Source: an optimization exercise on an open RTL-to-GDS flow (aim: small area and a short achievable clock period). Production flows keep margins and buffers that such runs may drop. The RTL was checked by simulation tests, not by an equivalence proof against the original design. Power and IR drop assume default switching activity.

**design/flow/config.mk**
```make
export PLATFORM = sky130hd
export DESIGN_NAME = ahb_fabric
export DESIGN_NICKNAME = ahb_fabric
export VERILOG_FILES = /design/flow/design.v
export SDC_FILE = /design/flow/constraint.sdc
export NUM_CORES = 4
export LEC_CHECK = 0
export ABC_CLOCK_PERIOD_IN_PS = 5000
export CAP_MARGIN = 20
export CORE_MARGIN = 2
export CORE_UTILIZATION = 30
export SETUP_SLACK_MARGIN = 0.2
export SLEW_MARGIN = 20
```
**design/flow/constraint.sdc**
```tcl
create_clock -name core_clock -period 7.5 [get_ports {hclk}]
set_input_delay 1.5000 -clock core_clock [delete_from_list [all_inputs] [get_ports {hclk}]]
set_output_delay 1.5000 -clock core_clock [all_outputs]
set_load 0.01 [all_outputs]
```
**design/flow/design.v**
```verilog
`timescale 1ns/1ps
`default_nettype none
package ahb_pkg;
   typedef logic [31:0] haddr_t;
   typedef logic [31:0] hdata_t;
   typedef logic [1:0]  htrans_t;
   typedef logic [2:0]  hsize_t;
   typedef logic [3:0]  byte_en_t;       
   localparam htrans_t HTRANS_IDLE   = 2'b00;
   localparam htrans_t HTRANS_BUSY   = 2'b01;
   localparam htrans_t HTRANS_NONSEQ = 2'b10;
   localparam htrans_t HTRANS_SEQ    = 2'b11;
   localparam hsize_t HSIZE_BYTE = 3'b000;
   localparam hsize_t HSIZE_HALF = 3'b001;
   localparam hsize_t HSIZE_WORD = 3'b010;
   typedef struct packed {
      haddr_t  haddr;
      htrans_t htrans;
      logic    hwrite;
      hsize_t  hsize;
      hdata_t  hwdata;    
   } ahb_req_t;
   typedef struct packed {
      hdata_t hrdata;
      logic   hready;
      logic   hresp;      
   } ahb_rsp_t;
   localparam int RSP_BITS = 34;    
endpackage
`default_nettype wire
`timescale 1ns/1ps
`default_nettype none
package soc_map_pkg;
   localparam int MAX_SLAVES = 4;
   typedef logic [1:0] slave_idx_t;
   localparam logic [32*MAX_SLAVES-1:0] SLAVE_BASE = {
      32'h4000_0300,
      32'h4000_0200,
      32'h4000_0100,
      32'h4000_0000
   };
   localparam logic [32*MAX_SLAVES-1:0] SLAVE_MASK = {
      32'hFFFF_FF00,
      32'hFFFF_FF00,
      32'hFFFF_FF00,
      32'hFFFF_FF00
   };
   typedef struct packed {
      logic       valid;    
      logic       miss;     
      slave_idx_t idx;
   } dsel_t;
endpackage
`default_nettype wire
`timescale 1ns/1ps
`default_nettype none
module ahb_addr_decoder #(
   parameter int NUM_SLAVES = 4
) (
   input  logic                   hclk_i,
   input  logic                   rst_i,
   input  ahb_pkg::ahb_req_t      req_i,
   input  logic                   hready_i,
   output logic [NUM_SLAVES-1:0]  sel_o,
   output soc_map_pkg::dsel_t     dsel_o
);
   logic       active;
   logic       hit;
   soc_map_pkg::slave_idx_t hit_idx;
   assign active = (req_i.htrans == ahb_pkg::HTRANS_NONSEQ) ||
                   (req_i.htrans == ahb_pkg::HTRANS_SEQ);
   always_comb begin
      sel_o   = '0;
      hit_idx = '0;
      for (int i = 0; i < NUM_SLAVES; i++) begin
         if (active && ((req_i.haddr & soc_map_pkg::SLAVE_MASK[32*i +: 32]) == soc_map_pkg::SLAVE_BASE[32*i +: 32])) begin
            sel_o[i] = 1'b1;
            hit_idx  = soc_map_pkg::slave_idx_t'(i);
         end
      end
   end
   assign hit = |sel_o;
   always_ff @(posedge hclk_i) begin
      if (rst_i) begin
         dsel_o <= '0;
      end else if (hready_i) begin
         dsel_o.valid <= active;              
         dsel_o.miss  <= active && !hit;      
         dsel_o.idx   <= hit_idx;
      end
   end
endmodule
`default_nettype wire
`timescale 1ns/1ps
`default_nettype none
module ahb_sram_slave #(
   parameter int MEM_WORDS = 64
) (
   input  logic              hclk_i,
   input  logic              rst_i,
   input  logic              hsel_i,
   input  ahb_pkg::ahb_req_t req_i,
   input  logic              hready_i,
   output ahb_pkg::ahb_rsp_t rsp_o
);
   localparam int AW = $clog2(MEM_WORDS);    
   ahb_pkg::hdata_t          mem [MEM_WORDS];
   logic            accept;
   logic            we_q;
   logic [AW-1:0]   addr_q;
   ahb_pkg::byte_en_t        be_d;
   ahb_pkg::byte_en_t        be_q;
   assign accept = hsel_i && hready_i &&
                   ((req_i.htrans == ahb_pkg::HTRANS_NONSEQ) || (req_i.htrans == ahb_pkg::HTRANS_SEQ));
   always_comb begin
      case (req_i.hsize)
         ahb_pkg::HSIZE_BYTE: be_d = ahb_pkg::byte_en_t'(4'b0001 << req_i.haddr[1:0]);
         ahb_pkg::HSIZE_HALF: be_d = req_i.haddr[1] ? 4'b1100 : 4'b0011;
         default:    be_d = 4'b1111;
      endcase
   end
   always_ff @(posedge hclk_i) begin
      if (rst_i) begin
         we_q <= 1'b0;
      end else if (hready_i) begin
         we_q <= accept && req_i.hwrite;     
      end
   end
   always_ff @(posedge hclk_i) begin
      if (accept) begin
         addr_q <= req_i.haddr[AW+1:2];
         be_q   <= be_d;
      end
   end
   always_ff @(posedge hclk_i) begin
      if (we_q && hready_i) begin
         for (int b = 0; b < 4; b++) begin
            if (be_q[b]) mem[addr_q][8*b +: 8] <= req_i.hwdata[8*b +: 8];
         end
      end
   end
   assign rsp_o.hrdata = mem[addr_q];    
   assign rsp_o.hready = 1'b1;
   assign rsp_o.hresp  = 1'b0;
endmodule
`default_nettype wire
`timescale 1ns/1ps
`default_nettype none
module ahb_resp_mux #(
   parameter int NUM_SLAVES = 4
) (
   input  logic               hclk_i,
   input  logic               rst_i,
   input  soc_map_pkg::dsel_t dsel_i,
   input  logic [ahb_pkg::RSP_BITS*NUM_SLAVES-1:0] slv_rsp_i,    
   output ahb_pkg::ahb_rsp_t  rsp_o
);
   typedef enum logic [1:0] {
      IDLE_OK,
      ERR_WAIT,
      ERR_LAST
   } err_state_t;
   err_state_t err_q;
   err_state_t err_d;
   err_state_t err_cur;
   always_comb begin
      err_cur = err_q;
      if (err_q == IDLE_OK && dsel_i.valid && dsel_i.miss) err_cur = ERR_WAIT;
   end
   always_comb begin
      rsp_o.hrdata = '0;    
      rsp_o.hready = 1'b1;
      rsp_o.hresp  = 1'b0;
      err_d = IDLE_OK;
      case (err_cur)
         ERR_WAIT: begin
            rsp_o.hready = 1'b0;    
            rsp_o.hresp  = 1'b1;
            err_d        = ERR_LAST;
         end
         ERR_LAST: begin
            rsp_o.hresp  = 1'b1;
         end
         default: begin
            for (int i = 0; i < NUM_SLAVES; i++) begin
               if (dsel_i.valid && !dsel_i.miss && dsel_i.idx == soc_map_pkg::slave_idx_t'(i)) begin
                  rsp_o = slv_rsp_i[ahb_pkg::RSP_BITS*i +: ahb_pkg::RSP_BITS];
               end
            end
         end
      endcase
   end
   always_ff @(posedge hclk_i) begin
      if (rst_i) err_q <= IDLE_OK;
      else       err_q <= err_d;
   end
endmodule
`default_nettype wire
`timescale 1ns/1ps
`default_nettype none
module ahb_fabric_top #(
   parameter int NUM_SLAVES = 4,     
   parameter int MEM_WORDS  = 64     
) (
   input  logic              hclk_i,
   input  logic              rst_i,
   input  ahb_pkg::ahb_req_t req_i,
   output ahb_pkg::ahb_rsp_t rsp_o
);
   localparam int RSPW = ahb_pkg::RSP_BITS;
   logic [NUM_SLAVES-1:0] sel;
   soc_map_pkg::dsel_t                 dsel;
   logic [RSPW*NUM_SLAVES-1:0] slv_rsp;    
   logic                  hready;
   assign hready = rsp_o.hready;    
   ahb_addr_decoder #(
      .NUM_SLAVES ( NUM_SLAVES )
   ) u_decoder (
      .hclk_i     ( hclk_i     ),
      .rst_i      ( rst_i      ),
      .req_i      ( req_i      ),
      .hready_i   ( hready     ),
      .sel_o      ( sel        ),
      .dsel_o     ( dsel       )
   );
   for (genvar s = 0; s < NUM_SLAVES; s++) begin : g_sram
      ahb_sram_slave #(
         .MEM_WORDS ( MEM_WORDS  )
      ) u_sram (
         .hclk_i    ( hclk_i     ),
         .rst_i     ( rst_i      ),
         .hsel_i    ( sel[s]     ),
         .req_i     ( req_i      ),
         .hready_i  ( hready     ),
         .rsp_o     ( slv_rsp[RSPW*s +: RSPW] )
      );
   end
   ahb_resp_mux #(
      .NUM_SLAVES ( NUM_SLAVES )
   ) u_resp_mux (
      .hclk_i     ( hclk_i     ),
      .rst_i      ( rst_i      ),
      .dsel_i     ( dsel       ),
      .slv_rsp_i  ( slv_rsp    ),
      .rsp_o      ( rsp_o      )
   );
endmodule
`default_nettype wire
`timescale 1ns/1ps
`default_nettype none
module ahb_fabric (
   input  logic        hclk,
   input  logic        rst,
   input  logic [31:0] haddr,
   input  logic [1:0]  htrans,
   input  logic        hwrite,
   input  logic [2:0]  hsize,
   input  logic [31:0] hwdata,
   output logic [31:0] hrdata,
   output logic        hready,
   output logic        hresp
);
   ahb_pkg::ahb_req_t req;
   ahb_pkg::ahb_rsp_t rsp;
   assign req.haddr  = haddr;
   assign req.htrans = htrans;
   assign req.hwrite = hwrite;
   assign req.hsize  = hsize;
   assign req.hwdata = hwdata;
   ahb_fabric_top #(
      .NUM_SLAVES ( 4  ),
      .MEM_WORDS  ( 64 )
   ) u_fabric (
      .hclk_i     ( hclk ),
      .rst_i      ( rst  ),
      .req_i      ( req  ),
      .rsp_o      ( rsp  )
   );
   assign hrdata = rsp.hrdata;
   assign hready = rsp.hready;
   assign hresp  = rsp.hresp;
endmodule
`default_nettype wire
```
**design/flow/run.sh**
```bash
#!/bin/bash
# synth_recipe.tcl (not shown) runs the flow's synth.tcl, then flattens the netlist and writes it again
# the make line also repeats each setting of config.mk as NAME=value (left out here)
make -C /OpenROAD-flow-scripts/flow DESIGN_CONFIG=/design/flow/config.mk WORK_HOME=/design/flow/orfs CLKGATE_MAP_FILE= SYNTH_SCRIPT=/design/flow/synth_recipe.tcl finish
```
==> flow_metrics.tcl, run 1 <==
set metrics [dict create \
    status "complete, no violations" \
    grt_pass1_vias 158681 \
    max_slew_margin 0.1082 \
    min_period_over_period 0.9717 \
    area_delta_synth_final_pct 14.31 \
    cts_sinks 8265 \
    syn_inst 15137 \
    h-tree-depth 6 \
    setup_viol 0 \
    grt_max_degree 161 \
    portBuffers 104 \
    start_kind "register" \
    leakagePower_nw 111.8 \
    yosysTopAreaCellShare 0.7672 \
    maxSlewViolCount 0 \
    finalPower_w 0.09182 \
    drt_iter0_markers 22762 \
    clockBufferDepth 4 \
    cts_hold_buf 0 \
    critical_path.max_fanout 19 \
    synth_area_leaders "edfxtp_1 (77%), mux4_2 (14%), mux2i_1 (2.5%), nor2_1 (1.4%), a221oi_1 (0.67%)" \
    n_fill_cell 99273 \
    num_rows 380 \
    avgSynthCellArea_um2 21.29 \
    rsz0062_at_grt "false" \
    grtUsageTotal 0.1665 \
    vias_per_cell 5.245 \
    cp.arrival_ns 5.79 \
    cts_tree "yes" \
    synth_top_cell_by_area "edfxtp_1" \
    synth_edf_count 8232 \
    vdd_drop_max_v 0.0002578 \
    clock_latency_ns 1.14 \
    drt_wl_total_mm 936.9 \
    drive_above_1_share 0.2350 \
    first_pass_iters 9 \
    drv_cap 0 \
    routedWlPerCell_um 30.45 \
    cts_made_buffers 817 \
    hp-class "reg -> reg" \
    synth_ff_type "edfxtp_1" \
    yosysWarningCount 3 \
    period_minus_slack_ns 7.288 \
    routed-via-count 161376 \
    path_class "reg -> out" \
    synthArstFlopShare 0 \
    ant_nets 0 \
    synth_cell_types 87 \
    max_freq_mhz 137.2 \
    cts-root-buf "clkbuf_16" \
    cp.required_ns 6.00 \
    finalHoldViolations 0 \
    boundaryPins 106 \
    placedInstanceArea_um2 341800 \
    syn-cell-area_um2 322200 \
    die_w_mm 1.040 \
    post-dp-hpwl_mm 599.6 \
    core_area_um2 1071000 \
    synth.most_common_cell "edfxtp_1" \
    path_clk_slew_ns 0.06 \
    gp_congestion 0.8401 \
    holdWs_ns 0.6614 \
    final_cell_area_um2 368300 \
    grt_overflow 0 \
    end_kind "output port" \
    die_h_mm 1.040 \
    die_area_um2 1082000 \
    antenna_found_initial 67 \
    final_nets 15785 \
    skew_ns 0.03475 \
    yosysSeqAreaShare 0.7692 \
    start_util 0.3009 \
    drc_errors 0 \
    synth.net_count 15209 \
    grt_pass1_wl_mm 1287 \
    worst_pin_slew_ns 1.338 \
    tns_ns 0 \
    power_density_nw_per_um2 249.3 \
    synth_common_cells "edfxtp_1 (8,232), mux4_2 (1,937), nor2_1 (1,213)" \
    synth_seq_cells 8265 \
]
## final cells by class
| type | count | area, um2 | area share |
|---|---|---|---|
| inverter | 14 | 72.57 | 0.0001970 |
| antenna | 34 | 85.08 | 0.0002310 |
| timing repair buffer | 672 | 6984 | 0.01896 |
| clock inverter | 488 | 4295 | 0.01166 |
| multi-input combinational | 5943 | 69560 | 0.1889 |
| clock buffer | 1025 | 21470 | 0.05829 |
| sequential | 8265 | 247900 | 0.6731 |
| tap | 14325 | 17920 | 0.04866 |
## final timing paths
path	from	to	slack, ns	depth (start not counted)
max reg2reg	u_fabric.g_sram[0].u_sram.addr_q[2]$_DFFE_PP_	u_fabric.g_sram[0].u_sram.mem[25][13]$_DFFE_PP_	3.73	3
max	register	hrdata[20]	0.21	10
min	u_fabric.g_sram[0].u_sram.we_q$_SDFFE_PP0N_	u_fabric.g_sram[0].u_sram.we_q$_SDFFE_PP0N_	0.66	2
min reg2reg	u_fabric.g_sram[0].u_sram.we_q$_SDFFE_PP0N_	u_fabric.g_sram[0].u_sram.we_q$_SDFFE_PP0N_	0.66	2
## kinds of logic (layout without fill, tap and decap cells)
| group | Yosys count | in the layout | share of synthesized area |
|---|---|---|---|
| AND/OR/NAND/NOR | 1996 | 1998 | 0.02582 |
| other | 0 | 34 | 0 |
| buffers and inverters | 931 | 2199 | 0.01660 |
| AO/OA/AOI/OAI | 1153 | 1153 | 0.02581 |
| multiplexers | 2792 | 2792 | 0.1625 |
| flip-flops | 8265 | 8265 | 0.7692 |
## state kept, by name, summed over array words and instances (netlist names), named ones only
register and cells:
u_fabric.u_resp_mux.err_q 1, u_fabric.u_decoder.dsel_o 4, u_fabric.g_sram.u_sram.addr_q 24, u_fabric.g_sram.u_sram.be_q 16, u_fabric.g_sram.u_sram.mem 8192, u_fabric.g_sram.u_sram.we_q 4
## worst max-delay path, cell delays in order, from the launching register on
cell and delay (ns):
dfxtp_1 0.64, inv_1 0.59, nand2_1 0.29, buf_4 0.47, nor2_1 0.13, a211o_1 0.39
a21oi_1 0.73, o211ai_1 0.35, a21oi_1 0.27, buf_4 0.19, clkdlybuf4s50_1 0.55
## routing by layer
metal / vias to the layer above / share of wire / global-route usage
li1: 64565 / - / -
met1: 86810 / 0.39 / 0.2227
met2: 8384 / 0.47 / 0.2648
met3: 1581 / 0.097 / 0.03914
met4: 36 / 0.043 / 0.06335
met5: - / 0.00042 / 0.0009588
## per-stage QoR
stage                       util  setup WS [ns]  cells
after floorplan                -          3.593  15137
after global placement    0.3192         0.6734  29182
after detailed placement  0.3193         0.7542  29186
after CTS                 0.3438         0.1373  30725
after global routing      0.3439         0.2002  30741
final                     0.3440         0.2122  30766
## repair_timing
action,in CTS,in global routing
pin swaps,5,2
setup endpoints to repair,28,13
setup buffers,24,4
resized for setup,23,12
gates cloned,2,1
## layout by cell type, fill, tap and decap left out, types with 37 or more instances in the layout
| cell | n |
|---|---|
| a221oi_1 | 245 |
| clkdlybuf4s50_1 | 64 |
| buf_12 | 112 |
| edfxtp_1 | 8232 |
| o22ai_1 | 42 |
| mux2_2 | 48 |
| clkinv_1 | 203 |
| a221o_1 | 77 |
| nand2_1 | 423 |
| a21oi_1 | 135 |
| bufinv_16 | 62 |
| a211oi_1 | 37 |
| mux4_2 | 1937 |
| buf_4 | 445 |
| nor2_1 | 1198 |
| o21ai_0 | 209 |
| nand3_1 | 70 |
| clkinv_2 | 150 |
| nor3_1 | 61 |
| a31oi_1 | 49 |
| clkbuf_16 | 828 |
| clkbuf_1 | 196 |
| mux2i_1 | 798 |
| o211ai_1 | 51 |
| a22oi_1 | 120 |
## report_power, final
part           internal (W)  leakage (nW)  switching [W]
clock                0.0224          12.6         0.0176
sequential           0.0508          74.3     0.00000155
combinational      0.000112          25.0       0.000977
total                0.0733           112         0.0185
==> inputs of run 2 (changes only) <==
==> design/flow/design.v (replaced) <==
`timescale 1ns/1ps
`default_nettype none
package ahb_pkg;
   typedef logic [31:0] haddr_t;
   typedef logic [31:0] hdata_t;
   typedef logic [1:0]  htrans_t;
   typedef logic [2:0]  hsize_t;
   typedef logic [3:0]  byte_en_t;       
   localparam htrans_t HTRANS_IDLE   = 2'b00;
   localparam htrans_t HTRANS_BUSY   = 2'b01;
   localparam htrans_t HTRANS_NONSEQ = 2'b10;
   localparam htrans_t HTRANS_SEQ    = 2'b11;
   localparam hsize_t HSIZE_BYTE = 3'b000;
   localparam hsize_t HSIZE_HALF = 3'b001;
   localparam hsize_t HSIZE_WORD = 3'b010;
   typedef struct packed {
      haddr_t  haddr;
      htrans_t htrans;
      logic    hwrite;
      hsize_t  hsize;
      hdata_t  hwdata;    
   } ahb_req_t;
   typedef struct packed {
      hdata_t hrdata;
      logic   hready;
      logic   hresp;      
   } ahb_rsp_t;
   localparam int RSP_BITS = 34;    
endpackage
`default_nettype wire
`timescale 1ns/1ps
`default_nettype none
package soc_map_pkg;
   localparam int MAX_SLAVES = 4;
   typedef logic [1:0] slave_idx_t;
   localparam logic [32*MAX_SLAVES-1:0] SLAVE_BASE = {
      32'h4000_0300,
      32'h4000_0200,
      32'h4000_0100,
      32'h4000_0000
   };
   localparam logic [32*MAX_SLAVES-1:0] SLAVE_MASK = {
      32'hFFFF_FF00,
      32'hFFFF_FF00,
      32'hFFFF_FF00,
      32'hFFFF_FF00
   };
   typedef struct packed {
      logic       valid;    
      logic       miss;     
      slave_idx_t idx;
   } dsel_t;
endpackage
`default_nettype wire
`timescale 1ns/1ps
`default_nettype none
module ahb_fabric (
   input  logic        hclk,
   input  logic        rst,
   input  logic [31:0] haddr,
   input  logic [1:0]  htrans,
   input  logic        hwrite,
   input  logic [2:0]  hsize,
   input  logic [31:0] hwdata,
   output logic [31:0] hrdata,
   output logic        hready,
   output logic        hresp
);
   logic       active;
   logic       mapped;
   logic [3:0] be_d;
   assign active = htrans[1];                         
   assign mapped = (haddr[31:10] == 22'h100000);      
   always_comb begin
      case (hsize)
         3'd0:    be_d = 4'b0001 << haddr[1:0];
         3'd1:    be_d = haddr[1] ? 4'b1100 : 4'b0011;
         default: be_d = 4'b1111;
      endcase
   end
   logic err_q;
   logic hresp_q;
   always_ff @(posedge hclk) begin
      if (rst) begin
         err_q   <= 1'b0;
         hresp_q <= 1'b0;
      end else if (err_q) begin
         err_q   <= 1'b0;       
      end else begin
         err_q   <= active && !mapped;
         hresp_q <= active && !mapped;
      end
   end
   assign hready = !err_q;
   assign hresp  = hresp_q;
   logic       wr_q;
   logic [7:0] wa_q;      
   logic [3:0] wbe_q;
   always_ff @(posedge hclk) begin
      if (rst || err_q) wr_q <= 1'b0;
      else              wr_q <= active && mapped && hwrite;
   end
   always_ff @(posedge hclk) begin
      wa_q  <= haddr[9:2];
      wbe_q <= be_d;
   end
   logic [31:0] mem [256];
   for (genvar w = 0; w < 256; w++) begin : g_word
      for (genvar b = 0; b < 4; b++) begin : g_lane
         always_ff @(posedge hclk) begin
            if (wr_q && wa_q == 8'(w) && wbe_q[b]) mem[w][8*b +: 8] <= hwdata[8*b +: 8];
         end
      end
   end
   logic [31:0] rd_mem;
   logic [3:0]  fwd;
   logic [31:0] rd_q;
   assign rd_mem = mem[haddr[9:2]];
   assign fwd    = (wr_q && wa_q == haddr[9:2]) ? wbe_q : 4'b0000;
   always_ff @(posedge hclk) begin
      for (int b = 0; b < 4; b++)
         rd_q[8*b +: 8] <= fwd[b] ? hwdata[8*b +: 8] : rd_mem[8*b +: 8];
   end
   assign hrdata = rd_q;
endmodule
`default_nettype wire
--- a/design/flow/config.mk
+++ b/design/flow/config.mk
@@ -7,7 +7,7 @@
 export LEC_CHECK = 0
-export ABC_CLOCK_PERIOD_IN_PS = 5000
+export ABC_CLOCK_PERIOD_IN_PS = 2500
 export CAP_MARGIN = 20
 export CORE_MARGIN = 2
-export CORE_UTILIZATION = 30
-export SETUP_SLACK_MARGIN = 0.2
+export CORE_UTILIZATION = 55
+export SETUP_SLACK_MARGIN = 4.0
 export SLEW_MARGIN = 20
==> run 2 against run 1 <==
Effect of this change: the flow now stops in 5_1_grt; area after synthesis decreased by 4.4%; synthesized cell count increased by 17%.
==> flow_metrics.tcl, run 2 <==
set metrics [dict create \
    synth_top_cell_by_area "edfxtp_1" \
    avgSynthCellArea_um2 17.39 \
    h-tree-depth 6 \
    yosysWarningCount 2 \
    syn_inst 17704 \
    placedInstanceArea_um2 331000 \
    synth_seq_cells 8239 \
    pre_cts_slack_ns 0.3689 \
    synthArstFlopShare 0 \
    yosysTopAreaCellShare 0.7989 \
    failed_stage "5_1_grt" \
    synth_area_leaders "edfxtp_1 (80%), a22oi_1 (6.5%), and3_1 (3.2%), clkbuf_1 (1.1%), a22o_1 (0.96%)" \
    yosysSeqAreaShare 0.8020 \
    grtUsageTotal 0.8067 \
    grt_overflow 11 \
    num_rows 274 \
    status "stopped before the end" \
    synth_cell_types 80 \
    start_util 0.5527 \
    synth.most_common_cell "edfxtp_1" \
    portBuffers 104 \
    post-dp-hpwl_mm 1424 \
    synth_edf_count 8192 \
    cts_sinks 8239 \
    clockBufferDepth 4 \
    synth_ff_type "edfxtp_1" \
    error "[ERROR GRT-0232] Routing congestion too high. Check the congestion heatmap in the GUI." \
    die_w_um 752.2 \
    cts_made_buffers 816 \
    gp_congestion 1.201 \
    cts-root-buf "clkbuf_16" \
    die_h_um 752.2 \
    synth_common_cells "edfxtp_1 (8,192), a22oi_1 (2,658), and3_1 (1,566)" \
    grt_max_degree 198 \
    boundaryPins 106 \
    syn-cell-area_um2 307900 \
    synth.net_count 17776 \
]
run 2: cell count changes after synthesis, sizes merged, moves of 324 or more:
cell | before | now
a22oi | 120 | 2658
mux4 | 1945 | 0
and3 | 19 | 1566
nor2 | 1213 | 371
mux2i | 799 | 3
clkbuf | 404 | 940
o22ai | 42 | 380
a22o | 3 | 339
nand3 | 90 | 414
run 2: power groups by stage:
stage               logic (W)  clock network [W]  registers, W
global placement      0.00339                  0        0.0517
floorplan            0.000835                  0        0.0517
CTS                   0.00402             0.0399        0.0507
detailed placement    0.00342                  0        0.0517
run 2: kinds of logic after synthesis:
kind of cell | synth area share
simple gates | 0.06657
buf+inv | 0.01894
xor+xnor | 0.0002560
mux | 0.0002804
compound gates | 0.1119
flops | 0.8020
fa+ha+maj | 0.00003251
run 2: stage by stage:
| stage | util | power [W] | instances |
|---|---|---|---|
| after floorplan | - | 0.05252 | 17704 |
| after global placement | 0.5925 | 0.05510 | 25459 |
| after detailed placement | 0.5941 | 0.05512 | 25493 |
| after CTS | 0.6692 | 0.09464 | 27777 |
run 2: timing repair:
action / 4_1_cts
gates cloned: 77
pin swaps: 429
hold buffers: 0
endpoints found under the hold margin: 0
resized for setup: 1519
setup endpoints to repair: 5302
setup buffers: 707
run 2: worst min-delay path by stage:
stage | end | slack (ns) | depth (start not counted)
floorplan | hresp_q$_SDFFE_PP0N_ | 0.47 | 2
global placement | hresp_q$_SDFFE_PP0N_ | 0.48 | 2
detailed placement | hresp_q$_SDFFE_PP0N_ | 0.47 | 2
CTS | hresp_q$_SDFFE_PP0N_ | 0.47 | 2
run 2: layer usage:
metal  GRT usage  overflow
met5      0.5870         1
met4      0.7639         1
met3      0.7487         0
met2      0.8818         8
met1      0.8172         1
==> inputs of run 3 (changes only) <==
--- a/design/flow/design.v
+++ b/design/flow/design.v
@@ -80,3 +80,3 @@
    end
-   logic err_q;
+   logic ready_q;
    logic hresp_q;
@@ -84,8 +84,8 @@
       if (rst) begin
-         err_q   <= 1'b0;
+         ready_q <= 1'b1;
          hresp_q <= 1'b0;
-      end else if (err_q) begin
-         err_q   <= 1'b0;       
+      end else if (!ready_q) begin
+         ready_q <= 1'b1;       
       end else begin
-         err_q   <= active && !mapped;
+         ready_q <= !(active && !mapped);
          hresp_q <= active && !mapped;
@@ -93,3 +93,3 @@
    end
-   assign hready = !err_q;
+   assign hready = ready_q;
    assign hresp  = hresp_q;
@@ -99,4 +99,4 @@
    always_ff @(posedge hclk) begin
-      if (rst || err_q) wr_q <= 1'b0;
-      else              wr_q <= active && mapped && hwrite;
+      if (rst || !ready_q) wr_q <= 1'b0;
+      else                 wr_q <= active && mapped && hwrite;
    end
@@ -106,15 +106,60 @@
    end
+   logic [15:0]  wh, wl;
+   logic [255:0] wsel_n;
+   logic [3:0]   lane_n;
+   logic [3:0]   we   [256];
+   logic [3:0]   we_n [256];
+   assign wh     = 16'(1) << wa_q[7:4];
+   assign wl     = 16'(1) << wa_q[3:0];
+   assign lane_n = ~(wbe_q & {4{wr_q}});
    logic [31:0] mem [256];
+   logic [31:0] nxt [256];
    for (genvar w = 0; w < 256; w++) begin : g_word
-      for (genvar b = 0; b < 4; b++) begin : g_lane
-         always_ff @(posedge hclk) begin
-            if (wr_q && wa_q == 8'(w) && wbe_q[b]) mem[w][8*b +: 8] <= hwdata[8*b +: 8];
-         end
+      assign wsel_n[w] = !(wh[w/16] && wl[w%16]);
+      ahb_wen u_wen (
+         .sel_n  ( wsel_n[w] ),
+         .lane_n ( lane_n    ),
+         .en     ( we[w]     )
+      );
+      ahb_inv u_inv (
+         .a      ( we[w]     ),
+         .y      ( we_n[w]   )
+      );
+      ahb_hold u_hold (
+         .q      ( mem[w]    ),
+         .en     ( {{8{we[w][3]}},   {8{we[w][2]}},   {8{we[w][1]}},   {8{we[w][0]}}}   ),
+         .en_n   ( {{8{we_n[w][3]}}, {8{we_n[w][2]}}, {8{we_n[w][1]}}, {8{we_n[w][0]}}} ),
+         .d      ( hwdata    ),
+         .y      ( nxt[w]    )
+      );
+      always_ff @(posedge hclk) mem[w] <= nxt[w];
+   end
+   logic [15:0]  rh, rl;
+   logic [255:0] rsel_n;           
+   logic [127:0] pair_n [32];      
+   logic [31:0]  rd_mem;
+   logic [3:0]   fwd;
+   logic [31:0]  rd_q;
+   assign rh = 16'(1) << haddr[9:6];
+   assign rl = 16'(1) << haddr[5:2];
+   for (genvar w = 0; w < 256; w++) begin : g_rsel
+      assign rsel_n[w] = !(rh[w/16] && rl[w%16]);
+   end
+   logic [31:0]  pair_w [128];     
+   for (genvar p = 0; p < 128; p++) begin : g_pair
+      ahb_rsel2 u_rsel (
+         .s0_n ( {32{rsel_n[2*p]}}   ),
+         .s1_n ( {32{rsel_n[2*p+1]}} ),
+         .d0   ( mem[2*p]            ),
+         .d1   ( mem[2*p+1]          ),
+         .y    ( pair_w[p]           )
+      );
+      for (genvar i = 0; i < 32; i++) begin : g_bit
+         assign pair_n[i][p] = pair_w[p][i];
       end
    end
-   logic [31:0] rd_mem;
-   logic [3:0]  fwd;
-   logic [31:0] rd_q;
-   assign rd_mem = mem[haddr[9:2]];
-   assign fwd    = (wr_q && wa_q == haddr[9:2]) ? wbe_q : 4'b0000;
+   for (genvar i = 0; i < 32; i++) begin : g_rbit
+      assign rd_mem[i] = !(|pair_n[i]);
+   end
+   assign fwd = (wr_q && wa_q == haddr[9:2]) ? wbe_q : 4'b0000;
    always_ff @(posedge hclk) begin
@@ -125,2 +170,33 @@
 endmodule
+module ahb_hold (
+   input  logic [31:0] q,
+   input  logic [31:0] en,      
+   input  logic [31:0] en_n,
+   input  logic [31:0] d,
+   output logic [31:0] y
+);
+   assign y = (q & en_n) | (d & en);
+endmodule
+module ahb_wen (
+   input  logic       sel_n,
+   input  logic [3:0] lane_n,
+   output logic [3:0] en
+);
+   assign en = ~({4{sel_n}} | lane_n);
+endmodule
+module ahb_inv (
+   input  logic [3:0] a,
+   output logic [3:0] y
+);
+   assign y = ~a;
+endmodule
+module ahb_rsel2 (
+   input  logic [31:0] s0_n,    
+   input  logic [31:0] s1_n,
+   input  logic [31:0] d0,
+   input  logic [31:0] d1,
+   output logic [31:0] y
+);
+   assign y = ~((s0_n | d0) & (s1_n | d1));
+endmodule
 `default_nettype wire
--- a/design/flow/config.mk
+++ b/design/flow/config.mk
@@ -10,4 +10,7 @@
 export CORE_MARGIN = 2
-export CORE_UTILIZATION = 55
-export SETUP_SLACK_MARGIN = 4.0
+export CORE_UTILIZATION = 40
+export SETUP_SLACK_MARGIN = 4.3
 export SLEW_MARGIN = 20
+export SYNTH_HIERARCHICAL = 1
+export SYNTH_MINIMUM_KEEP_SIZE = 0
+export TNS_END_PERCENT = 2
==> run 3 against run 2 <==
Effect of this change: now clean on timing, DRC and antenna; synthesized cell count increased by 40%; area after synthesis decreased by 8.4%.
==> flow_metrics.tcl, run 3 <==
set metrics [dict create \
    synth_cell_types 30 \
    synthArstFlopShare 0 \
    path_clk_slew_ns 0.06 \
    max_freq_mhz 250.1 \
    synth_top_cell_by_area "dfxtp_1" \
    drive_above_1_share 0.1355 \
    syn_inst 24743 \
    tns_ns 0 \
    synth_edf_count 0 \
    cts_tree "yes" \
    cp.required_ns 8.60 \
    grt_overflow 0 \
    critical_path.max_fanout 10 \
    synth_common_cells "dfxtp_1 (8,239), a22o_1 (8,192), o22ai_1 (4,096)" \
    final_nets 26921 \
    pre_cts_slack_ns 0.5615 \
    h-tree-depth 6 \
    vias_per_cell 6.706 \
    cts-root-buf "clkbuf_16" \
    die_w_um 843.9 \
    portBuffers 104 \
    grt_max_degree 133 \
    num_rows 308 \
    synth_area_leaders "dfxtp_1 (58%), a22o_1 (25%), o22ai_1 (9.1%), nor4_1 (2.4%), nor2_1 (1.4%)" \
    period_minus_slack_ns 3.999 \
    worst-path-buf-inv 8 \
    gp_congestion 0.9714 \
    grt_pass1_wl_mm 1640 \
    layout_common_cells "dfxtp_1 (8,204), a22o_1 (8,192), o22ai_1 (4,046)" \
    largest_reg_flops 8192 \
    synth.most_common_cell "dfxtp_1" \
    max_slew_margin 0.1879 \
    status "complete, no violations" \
    worst_pin_slew_ns 1.209 \
    maxSlewViolCount 0 \
    cts_hold_buf 0 \
    yosysSeqAreaShare 0.5846 \
    cp_slowest_stage_delay_ns 0.70 \
    routedWlPerCell_um 31.31 \
    avgSynthCellArea_um2 11.40 \
    post-dp-hpwl_mm 757.5 \
    syn-cell-area_um2 282100 \
    seqCellArea_um2 165000 \
    vdd_drop_max_v 0.0002743 \
    r2r_setup_slack_ns 3.85 \
    cp_top_family "simple AND/OR/NAND/NOR gates" \
    core_area_um2 703300 \
    clockBufferDepth 4 \
    drc_errors 0 \
    multi_input_area_um2 121300 \
    hp-class "reg -> reg" \
    die_area_um2 712100 \
    start_kind "input port" \
    skew_ns 0.1302 \
    antenna_found_initial 88 \
    boundaryPins 106 \
    first_pass_iters 8 \
    path_class "in -> reg" \
    clock_latency_ns 1.20 \
    yosysTopAreaCellShare 0.5846 \
    n_fill_cell 62263 \
    grtUsageTotal 0.3041 \
    min_period_over_period 0.5332 \
    synth_seq_cells 8239 \
    synth.net_count 24815 \
    synth_ff_type "dfxtp_1" \
    power_density_nw_per_um2 263.5 \
    setup_viol 0 \
    leakagePower_nw 132.5 \
    grt_pass1_vias 230835 \
    die_h_um 843.9 \
    slowest_stage "nand4_1" \
    routed-via-count 247606 \
    worstPathCellList "buf_6 > buf_8 > buf_4 > nand2b_4 > buf_12 > nor2_4 > buf_12 > buf_16 > buf_4 > nand2_4 > o22ai_1 > nor4_2 > nand4_1 > nor4_2 > buf_4 > nand2_1 > o21ai_0" \
    ant_nets 0 \
    cts_sinks 8239 \
    drt_wl_total_mm 1156 \
    area_delta_synth_final_pct 22.58 \
    finalHoldViolations 0 \
    rsz0062_at_grt "true" \
    largestRegisters "mem (8192), rd_q (32), wa_q (8)" \
    drv_cap 0 \
    end_kind "register" \
    final_common_cell "dfxtp_1" \
    yosysWarningCount 15 \
    start_util 0.4012 \
    cp.arrival_ns 5.10 \
    top_register "mem" \
    drt_iter0_markers 33964 \
    finalPower_w 0.09114 \
    cts_made_buffers 820 \
    finalWorstSetupSlack_ns 3.501 \
    path_common_cell "buf_4" \
]
-- run 3: cell count changes after synthesis, moves of 293 or more --
cell	before	now
nand3_1	414	0
and3_1	1566	1
nor4_1	259	1092
edfxtp_1	8192	0
inv_1	12	1029
nor2_1	362	1063
dfxtp_1	47	8239
clkbuf_1	940	51
a22o_1	339	8192
buf_2	309	16
a22oi_1	2658	0
o22ai_1	380	4096
-- run 3: logic make-up (layout without fill, tap and decap cells) --
group / Yosys count / after routing / share of synthesized area
and+or+nand+nor: 3059 / 3077 / 0.05378
xor gates and xnor gates: 8 / 8 / 0.0006608
buffers and inverters: 1113 / 3900 / 0.01520
DFF: 8239 / 8239 / 0.5846
AOI/OAI and AO/OA: 12324 / 12324 / 0.3458
other: 0 / 77 / 0
-- run 3: timing repair --
item | CTS | global route
gates cloned | 56 | 10
setup endpoints to repair | 8188 | 7799
setup buffers | 283 | 73
pin swaps | 334 | 95
gates resized for setup | 1814 | 174
-- run 3: per-layer routing --
metal / share of wire / up-vias / track usage / wire length (um)
met1: 0.41 / 123549 / 0.4178 / 478600
li1: - / 106703 / - / -
met5: 0.00028 / - / 0 / 328
met3: 0.11 / 2658 / 0.07750 / 128900
met4: 0.059 / 48 / 0.1625 / 68510
met2: 0.42 / 14648 / 0.4377 / 479900
-- run 3: power breakdown --
| group | switching (W) | internal [W] |
|---|---|---|
| combinational | 0.00270 | 0.000719 |
| sequential | 0.000225 | 0.0438 |
| clock | 0.0184 | 0.0252 |
| total | 0.0214 | 0.0698 |
-- run 3: area by class of cell --
class	count	share of cell area
diodes	77	0.0005571
clock buffers	1196	0.07028
clock inverters	325	0.01331
inverters	1029	0.01117
multi-input cells	15409	0.3506
flip-flops and latches	8239	0.4772
well taps	9300	0.03364
repair buffers	1350	0.04327
-- run 3: path summary, 6_finish.rpt --
check                               to  cells past startpoint                  from
setup reg to reg   mem[22][19]$_DFF_P_                      6      wbe_q[2]$_DFF_P_
hold / removal    hresp_q$_SDFFE_PP0P_                      2  hresp_q$_SDFFE_PP0P_
hold reg to reg   hresp_q$_SDFFE_PP0P_                      2  hresp_q$_SDFFE_PP0P_
setup / recovery       rd_q[1]$_DFF_P_                     17              haddr[2]
-- run 3: tightest hold or removal path, stage by stage (launching register included) --
cell and delay (ns):
dfxtp_1 0.31, nand2_1 0.05, nand2_1 0.04
-- run 3: stage by stage --
step	hold WS, ns	util	area [um2]	std cells
final	0.4485	0.4918	345900	36925
after global routing	0.4687	0.4916	345700	36872
after CTS	0.4511	0.4890	343900	36765
after detailed placement	0.4379	0.4300	302400	34905
after global placement	0.4530	0.4298	302300	34898
after floorplan	0.4560	-	282200	24743
-- run 3: Yosys stat by module, one instance, submodules excluded --
module	cells	times used	flops+latches
ahb_inv	4	256	0
ahb_wen	4	256	0
ahb_fabric	10407	1	8239
ahb_hold	32	256	0
ahb_rsel2	32	128	0
==> inputs of run 4 (changes only) <==
--- a/design/flow/config.mk
+++ b/design/flow/config.mk
@@ -10,3 +10,5 @@
 export CORE_MARGIN = 2
-export CORE_UTILIZATION = 40
+export CORE_UTILIZATION = 45
+export CTS_CLUSTER_DIAMETER = 80
+export CTS_CLUSTER_SIZE = 30
 export SETUP_SLACK_MARGIN = 4.3
==> run 4 against run 3 <==
Effect of this change: routed wire length hardly changed; critical path type unchanged; core utilization rose by 4.2 points; combinational power shrank 1%; via count shrank 1.7%; total power fell by 17%; synthesized cell count is the same; count of clock-buffer cells in the layout down 769; global-route usage rose by 3.9 points; largest cell class unchanged; cell count decreased by 4.7%; clock power decreased by 35%; non-clock buffer count decreased by 2; die area shrank 11%.
==> flow_metrics.tcl, run 4 <==
set metrics [dict create \
    yosysWarningCount 15 \
    h-tree-depth 5 \
    worst-path-buf-inv 6 \
    post-dp-hpwl_mm 753.5 \
    synth_ff_type "dfxtp_1" \
    path_clk_slew_ns 0.10 \
    grt_pass1_wl_mm 1632 \
    slowest_stage "nand4_1" \
    critical_path.max_fanout 8 \
    routedWlPerCell_um 32.88 \
    finalHoldViolations 0 \
    largestRegisters "mem (8192), rd_q (32), wa_q (8)" \
    max_freq_mhz 259.5 \
    syn-cell-area_um2 282100 \
    synth_cell_types 30 \
    path_class "in -> reg" \
    post-place-cells 33890 \
    pwr-share-seq 0.580 \
    cp.required_ns 8.56 \
    cp.arrival_ns 4.91 \
    hold_depth 2 \
    leakagePower_nw 126.6 \
    vias_per_cell 6.920 \
    finalNonFillerCells 35177 \
    hold_start "hresp_q$_SDFFE_PP0P_" \
    combPwrFrac 0.044 \
    synth.net_count 24815 \
    die_w_um 795.8 \
    skew_ns 0.08788 \
    worstPathCellList "buf_12 > buf_12 > nand2b_4 > buf_12 > nor2_4 > buf_12 > nand2_8 > buf_4 > o22ai_1 > nor4_2 > nand4_1 > nor4_2 > buf_4 > nand2_4 > o21ai_2" \
    drt_wl_total_mm 1156 \
    yosysTopAreaCellShare 0.5846 \
    end_kind "register" \
    power.share.clock 0.375 \
    die_area_um2 633300 \
    drc_errors 0 \
    start_kind "input port" \
    hp-class "reg -> reg" \
    synth.most_common_cell "dfxtp_1" \
    first_pass_iters 8 \
    drt_iter0_markers 32523 \
    status "complete, no violations" \
    start_util 0.4521 \
    yosysSeqAreaShare 0.5846 \
    layout_common_cells "dfxtp_1 (8,201), a22o_1 (8,192), o22ai_1 (4,016)" \
    gp_congestion 0.9768 \
    top_register "mem" \
    whs_endpoint "hresp_q$_SDFFE_PP0P_" \
    grt_max_degree 113 \
    final_common_cell "dfxtp_1" \
    syn_inst 24743 \
    antenna_found_initial 59 \
    power.net_switching_w 0.01967 \
    netSwitchingFraction 0.2593 \
    portBuffers 104 \
    vdd_drop_max_v 0.0002270 \
    p_int_w 0.05618 \
    cts_sinks 8239 \
    grt_pass1_vias 225963 \
    cts_tree "yes" \
    rsz0062_at_grt "true" \
    synth_seq_cells 8239 \
    max_slew_margin 0.1925 \
    reg2regPathDepth 5 \
    avgSynthCellArea_um2 11.40 \
    synth_top_cell_by_area "dfxtp_1" \
    r2r_start "wr_q$_SDFF_PP0_" \
    maxSlewViolCount 0 \
    clockBufferDepth 4 \
    cp_top_family "simple AND/OR/NAND/NOR gates" \
    clock_latency_ns 1.16 \
    synth_edf_count 0 \
    cts_made_buffers 407 \
    area_delta_synth_final_pct 18.09 \
    drv_cap 0 \
    die_h_um 795.8 \
    grtUsageTotal 0.3431 \
    ant_nets 0 \
    final_nets 26506 \
    path_common_cell "buf_12" \
    core_area_um2 624100 \
    cp_slowest_stage_delay_ns 0.67 \
    period_minus_slack_ns 3.854 \
    power_density_nw_per_um2 227.6 \
    boundaryPins 106 \
    worst_r2r_endpoint "mem[90][22]$_DFF_P_" \
    setup_viol 0 \
    min_period_over_period 0.5138 \
    worst_pin_slew_ns 1.211 \
    cts-root-buf "clkbuf_16" \
    synth_common_cells "dfxtp_1 (8,239), a22o_1 (8,192), o22ai_1 (4,096)" \
    largest_reg_flops 8192 \
    grt_overflow 0 \
    synthArstFlopShare 0 \
    num_rows 290 \
    tns_ns 0 \
    synth_area_leaders "dfxtp_1 (58%), a22o_1 (25%), o22ai_1 (9.1%), nor4_1 (2.4%), nor2_1 (1.4%)" \
    r2r_setup_slack_ns 3.87 \
    routed-via-count 243417 \
    drive_above_1_share 0.1217 \
]
[run 4: cell counts after synthesis]
Identical to the previous run, type by type.
[run 4: worst max-delay path by stage]
stage	from	end	slack, ns	cells past startpoint
floorplan	wr_q$_SDFF_PP0_	mem[0][0]$_DFF_P_	3.72	4
CTS	haddr[2]	rd_q[20]$_DFF_P_	3.87	16
finish	haddr[2]	rd_q[19]$_DFF_P_	3.65	15
global route	haddr[2]	rd_q[4]$_DFF_P_	3.72	14
global placement	haddr[2]	rd_q[2]$_DFF_P_	0.31	13
detailed placement	haddr[2]	rd_q[2]$_DFF_P_	0.42	13
[run 4: power groups by stage]
stage          sequential, W  combinational, W  clock, W
2_1_floorplan         0.0448          0.000419         0
3_3_place_gp          0.0450           0.00294         0
3_5_place_dp          0.0450           0.00294         0
4_1_cts               0.0440           0.00318    0.0286
5_1_grt               0.0440           0.00333    0.0301
6_report              0.0440           0.00337    0.0285
[run 4: final cells by class]
| class | count | area, um2 |
|---|---|---|
| clock inverter | 303 | 4332 |
| antenna | 100 | 250.2 |
| tap | 8322 | 10410 |
| timing repair buffer | 1348 | 15920 |
| clock buffer | 427 | 10410 |
| sequential | 8239 | 165000 |
| inverter | 1029 | 3862 |
| fill | 54172 | 290900 |
| multi-input combinational | 15409 | 123000 |
[run 4: routing by layer]
layer / up-vias / wire, um / GRT usage
met1: 121762 / 474300 / 0.4658
li1: 105640 / - / -
met5: - / 164 / 0
met2: 13595 / 489200 / 0.5064
met4: 24 / 83460 / 0.2110
met3: 2396 / 109300 / 0.06336
[run 4: repair_timing]
| action | in CTS | in global routing |
|---|---|---|
| hold buffers | 0 | 0 |
| resized for setup | 1993 | 338 |
| buffers inserted | 254 | 113 |
| pin swaps | 430 | 149 |
| gates cloned | 72 | 18 |
| endpoints found under the setup margin | 8220 | 7941 |
[run 4: kinds of logic after synthesis]
family	synth area share
DFF	0.5846
and+or+nand+nor	0.05378
AOI/OAI and AO/OA	0.3458
buffers and inverters	0.01520
xor gates and xnor gates	0.0006608
[run 4: worst min-delay path, cell delays in order (launching register included)]
cell     delay [ns]
dfxtp_1        0.32
nand2_1        0.06
nand2_1        0.05
[run 4: through the flow]
stage	instance area [um2]	utilization	power [W]	setup WS [ns]	hold WS (ns)
after global routing	333200	0.5338	0.07748	3.722	0.5032
after global placement	301000	0.4822	0.04791	0.3141	0.4395
after floorplan	282200	-	0.04525	3.719	0.4560
after CTS	329900	0.5286	0.07576	3.866	0.4655
final	333200	0.5339	0.07584	3.646	0.4616
after detailed placement	301100	0.4824	0.04791	0.4240	0.4519
[run 4: modules after synthesis (local to each module, per instance)]
module	flops+latches	cells	area, um2	times used
ahb_inv	0	4	15.01	256
ahb_rsel2	0	32	200.2	128
ahb_wen	0	4	15.01	256
ahb_hold	0	32	280.3	256
ahb_fabric	8239	10407	177100	1
==> inputs of run 5 (changes only) <==
--- a/design/flow/design.v
+++ b/design/flow/design.v
@@ -138,3 +138,2 @@
    logic [255:0] rsel_n;           
-   logic [127:0] pair_n [32];      
    logic [31:0]  rd_mem;
@@ -156,9 +155,30 @@
       );
-      for (genvar i = 0; i < 32; i++) begin : g_bit
-         assign pair_n[i][p] = pair_w[p][i];
-      end
-   end
-   for (genvar i = 0; i < 32; i++) begin : g_rbit
-      assign rd_mem[i] = !(|pair_n[i]);
-   end
+   end
+   logic [31:0] lvl1 [64];
+   logic [31:0] lvl2 [32];
+   logic [31:0] lvl3 [16];
+   logic [31:0] lvl4 [8];
+   logic [31:0] lvl5 [4];
+   logic [31:0] lvl6 [2];
+   logic [31:0] lvl7;
+   for (genvar n = 0; n < 64; n++) begin : g_l1
+      ahb_nor2 u_g ( .a ( pair_w[2*n] ), .b ( pair_w[2*n+1] ), .y ( lvl1[n] ) );
+   end
+   for (genvar n = 0; n < 32; n++) begin : g_l2
+      ahb_nand2 u_g ( .a ( lvl1[2*n] ), .b ( lvl1[2*n+1] ), .y ( lvl2[n] ) );
+   end
+   for (genvar n = 0; n < 16; n++) begin : g_l3
+      ahb_nor2 u_g ( .a ( lvl2[2*n] ), .b ( lvl2[2*n+1] ), .y ( lvl3[n] ) );
+   end
+   for (genvar n = 0; n < 8; n++) begin : g_l4
+      ahb_nand2 u_g ( .a ( lvl3[2*n] ), .b ( lvl3[2*n+1] ), .y ( lvl4[n] ) );
+   end
+   for (genvar n = 0; n < 4; n++) begin : g_l5
+      ahb_nor2 u_g ( .a ( lvl4[2*n] ), .b ( lvl4[2*n+1] ), .y ( lvl5[n] ) );
+   end
+   for (genvar n = 0; n < 2; n++) begin : g_l6
+      ahb_nand2 u_g ( .a ( lvl5[2*n] ), .b ( lvl5[2*n+1] ), .y ( lvl6[n] ) );
+   end
+   ahb_nor2 u_l7 ( .a ( lvl6[0] ), .b ( lvl6[1] ), .y ( lvl7 ) );
+   assign rd_mem = lvl7;
    assign fwd = (wr_q && wa_q == haddr[9:2]) ? wbe_q : 4'b0000;
@@ -201,2 +221,16 @@
 endmodule
+module ahb_nor2 (
+   input  logic [31:0] a,
+   input  logic [31:0] b,
+   output logic [31:0] y
+);
+   assign y = ~(a | b);
+endmodule
+module ahb_nand2 (
+   input  logic [31:0] a,
+   input  logic [31:0] b,
+   output logic [31:0] y
+);
+   assign y = ~(a & b);
+endmodule
 `default_nettype wire
==> design/flow/flow/run.sh (new file) <==
#!/bin/bash
# The standard layout, with plain buffers on the ports: ORFS otherwise picks
# clkdlybuf4s50_1 for them, and the footprint rule keeps repair from sizing
# the output ones.
set -euo pipefail
export BUFFER_PORTS_ARGS="-buffer_cell sky130_fd_sc_hd__buf_4"
bash standard.sh finish > orfs_make.log 2>&1
==> design/flow/standard.sh (new file) <==
#!/bin/bash
# synth_recipe.tcl (not shown) runs the flow's synth.tcl, then flattens the netlist and writes it again
# the make line also repeats each setting of config.mk as NAME=value (left out here)
make -C /OpenROAD-flow-scripts/flow DESIGN_CONFIG=/design/flow/config.mk WORK_HOME=/design/flow/orfs CLKGATE_MAP_FILE= SYNTH_SCRIPT=/design/flow/synth_recipe.tcl "${@:-finish}"
removed: design/flow/run.sh
==> run 5 against run 4 <==
Effect of this change: the layout now fails its checks (max-slew violations); maximum frequency up 9.7%; core utilization fell by 2.0 points; critical path type is now reg -> reg; register-to-register slack better by 0.12 ns; count of clock-buffer cells in the layout grew 12; sequential power hardly changed; highest routed layer unchanged; first-iteration DRC count is 7.1% lower; critical path depth decreased by 8; die area up 2.3%; largest power group unchanged; largest cell class unchanged; cell count up 6.0%.
==> flow_metrics.tcl, run 5 <==
set metrics [dict create \
    status "finished with violations" \
    failed_checks "max-slew violations" \
    clock_latency_ns 1.12 \
    post-route-util 0.5136 \
    max_freq_mhz 284.8 \
    path_class "reg -> reg" \
    synth_top_cell_by_area "dfxtp_1" \
    syn-cell-area_um2 288600 \
    start_kind "register" \
    largest_reg_flops 8192 \
    critical_path.max_fanout 15 \
    cts_made_buffers 417 \
    synth.net_count 27470 \
    end_kind "register" \
    core_area_um2 640100 \
    period_minus_slack_ns 3.512 \
    setup_viol 0 \
    grt_pass1_vias 228367 \
    maxSlewViolCount 56 \
    synth_common_cells "dfxtp_1 (8,239), a22o_1 (8,192), o22ai_1 (4,096)" \
    grt_overflow 0 \
    power_density_nw_per_um2 230.7 \
    boundaryPins 106 \
    path_clk_slew_ns 0.11 \
    die_w_um 804.8 \
    ant_nets 0 \
    min_period_over_period 0.4682 \
    h-tree-depth 5 \
    vias_per_cell 6.575 \
    first_pass_iters 8 \
    finalHoldViolations 0 \
    max_slew_margin -0.2587 \
    cts_sinks 8239 \
    synth_ff_type "dfxtp_1" \
    rsz0062_at_grt "true" \
    drc_errors 0 \
    final_nets 28551 \
    cp_slowest_stage_delay_ns 0.62 \
    routed-via-count 245157 \
    start_util 0.4508 \
    slowest_stage "nor2_1" \
    yosysTopAreaCellShare 0.5716 \
    top_register "mem" \
    post-dp-hpwl_mm 717.6 \
    largestRegisters "mem (8192), rd_q (32), wa_q (8)" \
    die_area_um2 647700 \
    synthArstFlopShare 0 \
    syn_inst 27398 \
    synth_cell_types 27 \
    routedWlPerCell_um 29.45 \
    final_common_cell "dfxtp_1" \
    synth.most_common_cell "dfxtp_1" \
    cts-root-buf "clkbuf_16" \
    finalPower_w 0.07584 \
    n_fill_cell 57718 \
    hp-class "reg -> reg" \
    synth_seq_cells 8239 \
    drt_wl_total_mm 1098 \
    cp.required_ns 8.47 \
    holdWs_ns 0.4902 \
    grt_pass1_wl_mm 1568 \
    synth_edf_count 0 \
    skew_ns 0.06409 \
    gp_congestion 0.9478 \
    portBuffers 104 \
    finalWorstSetupSlack_ns 3.988 \
    yosysWarningCount 19 \
    grt_max_degree 108 \
    cts_hold_buf 0 \
    cp.arrival_ns 4.48 \
    tns_ns 0 \
    layout_common_cells "dfxtp_1 (8,203), a22o_1 (8,192), o22ai_1 (4,086)" \
    cts_tree "yes" \
    pre_cts_slack_ns 1.421 \
    leakagePower_nw 128.9 \
    num_rows 294 \
    worst_pin_slew_ns 1.888 \
    avgSynthCellArea_um2 10.53 \
    synth_area_leaders "dfxtp_1 (57%), a22o_1 (25%), o22ai_1 (8.9%), nor2_1 (4.9%), nand2_1 (2.4%)" \
    die_h_um 804.8 \
    grtUsageTotal 0.3187 \
    clockBufferDepth 4 \
    area_delta_synth_final_pct 13.91 \
    worstPathCellList "nand2b_1 > nor2_2 > buf_6 > nand2_1 > nor2_1 > inv_1 > a22o_1" \
    yosysSeqAreaShare 0.5716 \
    drv_cap 0 \
    drt_iter0_markers 30200 \
    r2r_setup_slack_ns 3.99 \
    drive_above_1_share 0.1025 \
    vdd_drop_max_v 0.0002233 \
    antenna_found_initial 41 \
]
[run 5: changes by cell type after synthesis, moves of 7 or more]
cell,change
nor4_1,-1084
nor3_1,+17
nor3_2,-15
buf_2,-16
buf_6,-7
clkbuf_1,+26
o21ai_1,-12
nand4_1,-256
o21ai_0,-17
nand2_1,+1283
buf_4,-10
nor2_1,+2720
mux2_2,+32
[run 5: worst max-delay path, delay by kind of cell, from the launching register on]
family / cells / cell delay (ns)
compound gates: 1 / 0.28
buf+inv: 2 / 0.60
flops: 1 / 0.55
simple gates: 4 / 1.91
[run 5: logic make-up (layout without fill, tap and decap cells)]
family                    after synthesis  after routing  synth area share
muxes                                  32             32          0.001249
and+or+nand+nor                      5718           5723           0.07495
AOI/OAI and AO/OA                   12297          12297            0.3377
buffers and inverters                1107           2515           0.01441
xor gates and xnor gates                5              5         0.0001518
DFF                                  8239           8239            0.5716
other                                   0             38                 0
[run 5: where the power goes]
part	leakage, nW	switching, W	internal [W]
logic	55.4	0.00266	0.000591
registers	66.3	0.000297	0.0438
clock network	7.20	0.0168	0.0117
[run 5: routing by layer]
| metal | track usage | vias to the layer above | wire, um |
|---|---|---|---|
| li1 | - | 109633 | - |
| met1 | 0.4428 | 121498 | 465600 |
| met2 | 0.4696 | 12130 | 468400 |
| met3 | 0.07250 | 1890 | 108100 |
| met4 | 0.1491 | 6 | 55890 |
| met5 | 0 | - | 46 |
[run 5: Yosys stat by module, one instance, submodules excluded]
| module | cells | cell area (um2) |
|---|---|---|
| ahb_fabric | 8998 | 168200 |
| ahb_hold | 32 | 280.3 |
| ahb_rsel2 | 32 | 200.2 |
| ahb_nand2 | 32 | 120.1 |
| ahb_nor2 | 32 | 120.1 |
| ahb_inv | 4 | 15.01 |
| ahb_wen | 4 | 15.01 |
[run 5: repair_timing]
action	4_1_cts	5_1_grt
endpoints found under the setup margin	7105	7683
setup buffers	76	23
hold endpoints to repair	0	0
cloned	7	8
resized for setup	1587	543
pin swaps	82	27
[run 5: path summary, 6_finish.rpt]
check / from / end / cells after the start
max reg2reg: wa_q[4]$_DFF_P_ / mem[211][16]$_DFF_P_ / 7
min reg2reg: mem[243][25]$_DFF_P_ / mem[243][25]$_DFF_P_ / 1
max: wa_q[4]$_DFF_P_ / mem[211][16]$_DFF_P_ / 7
min: mem[243][25]$_DFF_P_ / mem[243][25]$_DFF_P_ / 1
[run 5: final cells by class]
class	count	area [um2]	share of cell area
multi-input combinational	18057	125900	0.3831
inverter	1028	3859	0.01174
tap	8436	10560	0.03211
sequential	8239	165000	0.5019
clock inverter	312	4215	0.01282
timing repair buffer	736	8358	0.02543
clock buffer	439	10720	0.03262
antenna	38	95.09	0.0002893
[run 5: stage by stage]
| step | area (um2) | instances |
|---|---|---|
| floorplan | 288600 | 27398 |
| global placement | 304800 | 36375 |
| detailed placement | 305000 | 36381 |
| CTS | 326300 | 37215 |
| global route | 328600 | 37261 |
| finish | 328700 | 37285 |
==> inputs of run 6 (changes only) <==
--- a/design/flow/design.v
+++ b/design/flow/design.v
@@ -95,21 +95,20 @@
    assign hresp  = hresp_q;
-   logic       wr_q;
-   logic [7:0] wa_q;      
-   logic [3:0] wbe_q;
+   logic        wr_d;
+   logic        wr_q;
+   logic [7:0]  wa_q;      
+   logic [3:0]  wbe_q;
+   logic [15:0] wh_q;
+   logic [3:0]  wl_q [16];
+   assign wr_d = !rst && ready_q && active && mapped && hwrite;
    always_ff @(posedge hclk) begin
-      if (rst || !ready_q) wr_q <= 1'b0;
-      else                 wr_q <= active && mapped && hwrite;
-   end
-   always_ff @(posedge hclk) begin
+      wr_q  <= wr_d;
       wa_q  <= haddr[9:2];
       wbe_q <= be_d;
-   end
-   logic [15:0]  wh, wl;
-   logic [255:0] wsel_n;
-   logic [3:0]   lane_n;
+      for (int x = 0; x < 16; x++) begin
+         wh_q[x] <= wr_d && (haddr[9:6] == 4'(x));
+         wl_q[x] <= (haddr[5:2] == 4'(x)) ? be_d : 4'b0000;
+      end
+   end
    logic [3:0]   we   [256];
    logic [3:0]   we_n [256];
-   assign wh     = 16'(1) << wa_q[7:4];
-   assign wl     = 16'(1) << wa_q[3:0];
-   assign lane_n = ~(wbe_q & {4{wr_q}});
    logic [31:0] mem [256];
@@ -117,11 +116,10 @@
    for (genvar w = 0; w < 256; w++) begin : g_word
-      assign wsel_n[w] = !(wh[w/16] && wl[w%16]);
       ahb_wen u_wen (
-         .sel_n  ( wsel_n[w] ),
-         .lane_n ( lane_n    ),
-         .en     ( we[w]     )
+         .sel    ( wh_q[w/16]  ),
+         .lane   ( wl_q[w%16]  ),
+         .en_n   ( we_n[w]     )
       );
       ahb_inv u_inv (
-         .a      ( we[w]     ),
-         .y      ( we_n[w]   )
+         .a      ( we_n[w]     ),
+         .y      ( we[w]       )
       );
@@ -200,7 +198,7 @@
 module ahb_wen (
-   input  logic       sel_n,
-   input  logic [3:0] lane_n,
-   output logic [3:0] en
-);
-   assign en = ~({4{sel_n}} | lane_n);
+   input  logic       sel,
+   input  logic [3:0] lane,
+   output logic [3:0] en_n
+);
+   assign en_n = ~({4{sel}} & lane);
 endmodule
--- a/design/flow/config.mk
+++ b/design/flow/config.mk
@@ -8,9 +8,9 @@
 export ABC_CLOCK_PERIOD_IN_PS = 2500
-export CAP_MARGIN = 20
+export CAP_MARGIN = 40
 export CORE_MARGIN = 2
-export CORE_UTILIZATION = 45
+export CORE_UTILIZATION = 35
 export CTS_CLUSTER_DIAMETER = 80
-export CTS_CLUSTER_SIZE = 30
-export SETUP_SLACK_MARGIN = 4.3
-export SLEW_MARGIN = 20
+export CTS_CLUSTER_SIZE = 25
+export SETUP_SLACK_MARGIN = 4.5
+export SLEW_MARGIN = 40
 export SYNTH_HIERARCHICAL = 1
==> run 6 against run 5 <==
Effect of this change: the run now finishes clean; sequential power up 1%; worst hold slack worse by 0.0031 ns; routed wire length up 6.2%; area after synthesis up 0.26%; global-route usage down 5.9 points; register-to-register slack better by 0.69 ns; sequential share of layout area up 0.69 points; sequential cell count up 80; cell count up 5.9%; core utilization down 11 points; first-iteration DRC count up 15%; non-clock buffer count down 67; critical endpoint is now rd_q[17]$_DFF_P_.
==> flow_metrics.tcl, run 6 <==
set metrics [dict create \
    gp_congestion 0.9332 \
    drt_wl_total_mm 1166 \
    holdWs_ns 0.4871 \
    grt_pass1_wl_mm 1636 \
    drv_cap 0 \
    ant_nets 0 \
    post-dp-hpwl_mm 764.0 \
    synth_fa_ha_area_frac 0 \
    grt_pass1_vias 230934 \
    die_w_um 913.2 \
    start_util 0.3516 \
    hold_start "hresp_q$_SDFFE_PP0P_" \
    synth_ff_type "dfxtp_1" \
    avgSynthCellArea_um2 10.62 \
    vias_per_cell 6.330 \
    synth_top_family_by_area "compound AO/OA/AOI/OAI gates" \
    synth_edf_count 0 \
    start_kind "input port" \
    yosysTopAreaCellShare 0.5756 \
    grtUsageTotal 0.2599 \
    drc_errors 0 \
    layout_common_cells "dfxtp_1 (8,214), a22o_1 (8,192), o22ai_1 (4,086)" \
    max_freq_mhz 291.3 \
    skew_ns 0.09934 \
    final_common_cell "dfxtp_1" \
    h-tree-depth 5 \
    num_rows 333 \
    portBuffers 104 \
    leakagePower_nw 138.9 \
    synth_compound_gate_area_share 0.3367 \
    synth.net_count 27317 \
    antenna_found_initial 108 \
    hold_depth 2 \
    drive_above_1_share 0.07178 \
    power_density_nw_per_um2 224.4 \
    grt_max_degree 117 \
    routed-via-count 250021 \
    tns_ns 0 \
    cts_sinks 8319 \
    n_fill_cell 79093 \
    synth_top_cell_by_area "dfxtp_1" \
    hp-class "reg -> reg" \
    critical_path.max_fanout 9 \
    core_area_um2 822900 \
    r2r_start "wl_q[4][0]$_SDFF_PP0_" \
    clock_latency_ns 1.14 \
    area_delta_synth_final_pct 13.36 \
    yosysWarningCount 21 \
    die_area_um2 833900 \
    routedWlPerCell_um 29.51 \
    cp.arrival_ns 4.47 \
    syn_inst 27245 \
    path_class "in -> reg" \
    finalNonFillerCells 39498 \
    maxSlewViolCount 0 \
    status "complete, no violations" \
    finalHoldViolations 0 \
    r2r_setup_slack_ns 4.68 \
    first_pass_iters 9 \
    synth-xor-area-share 0.0002422 \
    top_register "mem" \
    cts_made_buffers 394 \
    worst_r2r_endpoint "mem[20][0]$_DFF_P_" \
    synth_simple_gate_area_frac 0.07214 \
    yosysSeqAreaShare 0.5756 \
    whs_endpoint "hresp_q$_SDFFE_PP0P_" \
    vdd_drop_max_v 0.0002022 \
    reg2regPathDepth 4 \
    period_minus_slack_ns 3.433 \
    cts-root-buf "clkbuf_16" \
    worst_pin_slew_ns 1.020 \
    synth_cell_types 31 \
    synth_seq_cells 8319 \
    largest_reg_flops 8192 \
    setup_viol 0 \
    syn-cell-area_um2 289300 \
    synth_area_leaders "dfxtp_1 (58%), a22o_1 (25%), o22ai_1 (8.9%), nor2_1 (3.6%), nand2_1 (3.4%)" \
    boundaryPins 106 \
    clockBufferDepth 4 \
    yosys-mux-area-fraction 0.001246 \
    synth_common_cells "dfxtp_1 (8,319), a22o_1 (8,192), o22ai_1 (4,096)" \
    cp.required_ns 8.53 \
    end_kind "register" \
    max_slew_margin 0.3203 \
    cts_tree "yes" \
    post-place-cells 38644 \
    synthArstFlopShare 0 \
    final_nets 28342 \
    min_period_over_period 0.4578 \
    die_h_um 913.2 \
    rsz0062_at_grt "true" \
    drt_iter0_markers 34669 \
    largestRegisters "mem (8192), wl_q (64), rd_q (32)" \
    path_clk_slew_ns 0.09 \
    synth.most_common_cell "dfxtp_1" \
    grt_overflow 0 \
]
==> run 6: changes by cell type after synthesis, sizes merged, moves of 5 or more <==
cell | previous run | this run
nand2 | 1873 | 2638
o21ai | 5 | 0
dfxtp | 8239 | 8319
and2 | 0 | 7
nor2 | 3783 | 2808
nand3 | 0 | 11
clkbuf | 79 | 42
nand2b | 15 | 10
==> run 6: modules after synthesis, one instance, submodules excluded <==
| module | cells | copies in the design | flip-flops and latches | area (um2) |
|---|---|---|---|---|
| ahb_fabric | 8845 | 1 | 8319 | 169000 |
| ahb_hold | 32 | 256 | 0 | 280.3 |
| ahb_rsel2 | 32 | 128 | 0 | 200.2 |
| ahb_nand2 | 32 | 42 | 0 | 120.1 |
| ahb_nor2 | 32 | 85 | 0 | 120.1 |
| ahb_inv | 4 | 256 | 0 | 15.01 |
| ahb_wen | 4 | 256 | 0 | 15.01 |
==> run 6: worst max-delay path by stage <==
stage	endpoint	start	slack (ns)
global placement	rd_q[13]$_DFF_P_	haddr[3]	1.19
detailed placement	rd_q[11]$_DFF_P_	haddr[2]	1.58
CTS	hrdata[12]	rd_q[12]$_DFF_P_	4.15
floorplan	rd_q[0]$_DFF_P_	haddr[2]	3.59
finish	rd_q[17]$_DFF_P_	haddr[7]	4.07
global route	rd_q[26]$_DFF_P_	haddr[3]	4.15
==> run 6: final cells by class <==
| type | instances | area, um2 | area share |
|---|---|---|---|
| well taps | 10887 | 13620 | 0.04153 |
| repair buffers | 669 | 8063 | 0.02458 |
| inverters | 1030 | 3866 | 0.01179 |
| flip-flops and latches | 8319 | 166900 | 0.5089 |
| clock buffers | 442 | 10410 | 0.03175 |
| diodes | 192 | 480.5 | 0.001465 |
| multi-input cells | 17856 | 123200 | 0.3756 |
| clock inverters | 103 | 1441 | 0.004395 |
==> run 6: worst max-delay path: stages <==
cell and delay, ns:
buf_4 0.23, nand2b_4 0.27, nor3_4 0.08, buf_12 0.16, buf_12 0.18, nand2_8 0.18
buf_4 0.24, o22ai_1 0.11, nor2_1 0.26, nand2_1 0.09, nor2_1 0.26, nand2_2 0.16
nor2_4 0.26, nand2_4 0.18, nor2_1 0.12, mux2_2 0.15
==> run 6: cells by family (layout without fill, tap and decap cells) <==
group | Yosys count | count (layout)
AND/OR/NAND/NOR | 5515 | 5521
AO/OA/AOI/OAI | 12295 | 12295
buffers and inverters | 1076 | 2244
XOR/XNOR | 8 | 8
multiplexers | 32 | 32
flip-flops | 8319 | 8319
other | 0 | 192
==> run 6: layer usage <==
layer | vias to the layer above | part of all wire | wire length, um | global-route usage
met5 | - | 0.00026 | 307 | 0
met3 | 2239 | 0.11 | 130700 | 0.06960
met2 | 14756 | 0.42 | 489600 | 0.3735
met1 | 124074 | 0.41 | 478900 | 0.3498
met4 | 38 | 0.057 | 66230 | 0.1523
li1 | 108914 | - | - | -
==> run 6: power breakdown <==
group	internal (W)	switching (W)	total, W
clock	0.0106	0.0150	0.0256
combinational	0.000608	0.00279	0.00339
sequential	0.0442	0.000345	0.0446
total	0.0555	0.0181	0.0736
==> run 6: repair_timing <==
action / CTS / global route
hold endpoints to repair: 0 / 0
resized for setup: 836 / 453
gates cloned: 2 / 10
endpoints found under the setup margin: 66 / 66
hold buffers: 0 / 0
setup buffers: 53 / 45
pin swaps: 40 / 82
==> run 6: through the flow <==
| stage | setup WS [ns] | total power [W] | cell area (um2) | utilization |
|---|---|---|---|---|
| floorplan | 3.594 | 0.04580 | 289600 | - |
| global placement | 1.187 | 0.04846 | 308600 | 0.3750 |
| detailed placement | 1.580 | 0.04848 | 309200 | 0.3757 |
| CTS | 4.146 | 0.07352 | 324800 | 0.3947 |
| global route | 4.154 | 0.07527 | 327600 | 0.3981 |
| finish | 4.067 | 0.07360 | 328000 | 0.3986 |

[afterwards: timing with drivers on the ports]
Ports are ideal in the flow. The routed layouts listed here were re-timed in OpenROAD. Step 1 sets driving cells, clkbuf_16 on the clock port and buf_2 on the other inputs (assumed; they add their load-dependent delay and slew). Step 2 moves the port delays by t, midway between the first and last clock arrival at a register: inputs arrive t later, outputs are due t later. That takes back most of the time a late clock gives input paths. a / b / c = no drivers / after step 1 / after step 2; a / b = the first two.
| run | shift t [ns] | slack for setup (ns) | worst setup path at the end | clock arrival spread, ns |
|---|---|---|---|---|
| run 1 | 1.253 | 0.212 / 0.097 / 1.351 | register to output | 0.059 / 0.059 |
| run 3 | 1.284 | 3.501 / 3.423 / 2.139 | input to register | 0.144 / 0.144 |
| run 4 | 1.227 | 3.646 / 3.369 / 2.142 | input to register | 0.091 / 0.091 |
| run 5 | 1.239 | 3.988 / 3.845 / 2.606 | input to register | 0.090 / 0.090 |
| run 6 | 1.245 | 4.067 / 3.888 / 2.643 | input to register | 0.100 / 0.100 |
The setup slack of run 4, which loses most, moves by -0.277 ns with the drivers and by -1.504 ns with both steps.
